Context: an optimization exercise on an open-source flow, tuned for small area and a short achievable clock period. The choices shown serve that exercise and are no tape-out recipe.
Function was checked by simulation only, so behaviour that the tests miss may differ from the original.
Power and IR drop assume default switching activity.

== run A ==
## decode_top
module decode_top (
    input  logic                          clk_i,
    input  logic                          reset_i,
    input  logic                          if_valid_i,
    input  logic [rv_pkg::XLEN-1:0]       if_pc_i,
    input  logic [rv_pkg::INST_WIDTH-1:0] if_instr_i,
    input  logic                          stall_i,
    input  logic                          wb_we_i,
    input  logic [rv_pkg::GPR_ADDR_W-1:0] wb_addr_i,
    input  logic [rv_pkg::XLEN-1:0]       wb_data_i,
    output logic                          id_ex_valid_o,
    output logic [rv_pkg::XLEN-1:0]       id_ex_pc_o,
    output logic [rv_pkg::GPR_ADDR_W-1:0] id_ex_rd_addr_o,
    output logic [rv_pkg::GPR_ADDR_W-1:0] id_ex_rs1_addr_o,
    output logic [rv_pkg::GPR_ADDR_W-1:0] id_ex_rs2_addr_o,
    output logic [rv_pkg::XLEN-1:0]       id_ex_rs1_val_o,
    output logic [rv_pkg::XLEN-1:0]       id_ex_rs2_val_o,
    output logic [rv_pkg::XLEN-1:0]       id_ex_imm_o,
    output logic                          id_ex_rs1_re_o,
    output logic                          id_ex_rs2_re_o,
    output logic                          id_ex_rd_we_o,
    output logic                          id_ex_mem_re_o,
    output logic                          id_ex_mem_we_o,
    output logic [5:0]                    id_ex_instr_id_o
);
Size in the first run: about 3800 cells after synthesis, roughly 1300 flip-flops.
export LEC_CHECK = 0
export CAP_MARGIN = 20
export CORE_MARGIN = 2
export CORE_UTILIZATION = 50
export CTS_CLUSTER_DIAMETER = 60
export CTS_CLUSTER_SIZE = 30
export SETUP_SLACK_MARGIN = 1.4
export SLEW_MARGIN = 20
export SYNTH_HIERARCHICAL = 1
export SYNTH_MINIMUM_KEEP_SIZE = 0
create_clock -name core_clock -period 3.6 [get_ports {clk_i}]
standard.sh (not shown) runs the stock make flow with config.mk's settings and CLKGATE_MAP_FILE= SYNTH_SCRIPT=/design/flow/synth_recipe.tcl, a recipe that flattens the netlist after the stock synthesis.
==> flow/flow/run.sh <==
#!/bin/bash
# Layout flow: the standard ORFS flow (standard.sh) with two extra ORFS
# variables: port buffers are buf_2 instead of the default delay buffer, and
# the resizer may swap cells across footprints. Full tool output goes to
# standard.log here, and ORFS's own logs stay under orfs/logs.
set -euo pipefail
bash standard.sh MATCH_CELL_FOOTPRINT=0 \
    "BUFFER_PORTS_ARGS=-buffer_cell sky130_fd_sc_hd__buf_2" \
    finish > standard.log 2>&1
Run A | stages: all done | timing, DRC, antenna: all pass
## Diff of input files: run B against run A
Settings: SETUP_SLACK_MARGIN: 1.4 -> 2.0; CTS_CLUSTER_DIAMETER: 60 -> 75; CTS_CLUSTER_SIZE: 30 -> 28.
[summary]
Between run A and run B, combinational share of power increased. The wire length on met1 of run B and that of run A are within noise of each other. The worst setup path endpoint comes out u_regfile.rs2_val_o[25] in one run and id_ex_rs1_val_o[8] in the other, namely in run A and run B respectively. Run B against run A: post-synthesis to final-layout area growth went up 4.7 points; maximum frequency now sits higher; post-route minimum period fell 0.17 ns; buffer count from post-CTS setup fixing grew by 132; number of enable-type register cells in the synthesized netlist stayed essentially flat. Of run A and run B, run B shows the higher smallest setup slack after layout, with run A below it.
Setup changes, run B to run C
Settings: SETUP_SLACK_MARGIN: 2.0 -> 1.7; CTS_CLUSTER_SIZE: 28 -> 30; CTS_CLUSTER_DIAMETER: 75 -> 60.
Notes after the runs:
- Run C: flow completed, timing, DRC and antenna clean
- Clock-buffer cell count went up by more than half going from run B to run C.
- Run C ended up with more standard cells than run B.
- Wire length of run C falls short of that of run B slightly.
- Compared with run B, run C shows a lower period utilization.
- Delta (run C minus run B): critical path depth up 5; total power up about 14%.

* * *

== old ==
decode_top again, from the RTL that the note above started with.
Design decode_top, start of the top module:
module decode_top (
    input  logic                          clk_i,
    input  logic                          reset_i,
    input  logic                          if_valid_i,
    input  logic [rv_pkg::XLEN-1:0]       if_pc_i,
    input  logic [rv_pkg::INST_WIDTH-1:0] if_instr_i,
    input  logic                          stall_i,
    input  logic                          wb_we_i,
    input  logic [rv_pkg::GPR_ADDR_W-1:0] wb_addr_i,
    input  logic [rv_pkg::XLEN-1:0]       wb_data_i,
    output logic                          id_ex_valid_o,
    output logic [rv_pkg::XLEN-1:0]       id_ex_pc_o,
    output logic [rv_pkg::GPR_ADDR_W-1:0] id_ex_rd_addr_o,
    output logic [rv_pkg::GPR_ADDR_W-1:0] id_ex_rs1_addr_o,
    output logic [rv_pkg::GPR_ADDR_W-1:0] id_ex_rs2_addr_o,
    output logic [rv_pkg::XLEN-1:0]       id_ex_rs1_val_o,
    output logic [rv_pkg::XLEN-1:0]       id_ex_rs2_val_o,
    output logic [rv_pkg::XLEN-1:0]       id_ex_imm_o,
    output logic                          id_ex_rs1_re_o,
    output logic                          id_ex_rs2_re_o,
    output logic                          id_ex_rd_we_o,
    output logic                          id_ex_mem_re_o,
    output logic                          id_ex_mem_we_o,
    output logic [5:0]                    id_ex_instr_id_o
);
clock: 3.6 ns
lec_check: 0
cap_margin: 20
core_margin: 2
core_utilization: 45
cts_cluster_diameter: 75
cts_cluster_size: 28
setup_slack_margin: 2.2
slew_margin: 20
synth_hierarchical: 1
synth_minimum_keep_size: 0
Scripts as last shown in full above: flow/flow/run.sh
For new, these inputs were changed with respect to old:
Settings: a change of SETUP_SLACK_MARGIN from 2.2 to 1.7; a change of CORE_UTILIZATION from 45 to 50.
## What came out
new — final period demand of the worst path 0.091 ns higher, old as reference. The cell row count of new falls short of that of old by 5.5%. Re tap cell count: new and old aren't equal, and the higher value belongs to old. Taking new over old, the final standard cell area without fillers ratio works out to 0.948. As of new, total power had fallen slightly compared to old. Lower count of multi-input gates was reported by new, not old. Wire length was higher in the run labelled old.

-- afterwards: timing with drivers on the ports --
Ports are ideal in the flow. The routed layouts listed here were re-timed in OpenROAD.
Step 1 (the two cells are an assumption about what drives the block):
set clk [get_ports {clk_i}]
set_driving_cell -lib_cell sky130_fd_sc_hd__clkbuf_16 $clk
set_driving_cell -lib_cell sky130_fd_sc_hd__buf_2 [delete_from_list [all_inputs] $clk]
Step 2 times the ports against the registers' clock, not the clock port: input delays grow and output delays shrink by t, the midpoint of the rising clock arrivals with the driver on.
Three values: ideal ports, drivers, drivers and shift; two values: the first two.
| run | t, ns | slack for setup (ns) | latest minus earliest clock arrival (ns) |
|---|---|---|---|
| run A | 0.784 | 1.405 / 1.405 / 0.633 | 0.057 / 0.057 |
| run B | 0.799 | 1.573 / 1.499 / 0.997 | 0.032 / 0.032 |
| run C | 0.793 | 1.590 / 1.519 / 0.726 | 0.035 / 0.034 |
| old | 0.762 | 1.670 / 1.589 / 0.980 | 0.051 / 0.051 |
| new | 0.744 | 1.579 / 1.612 / 0.888 | 0.036 / 0.036 |
After both steps setup and hold are still met in every run listed. The setup slack of run C, which loses most, moves by -0.071 ns with the drivers and by -0.864 ns with both steps.
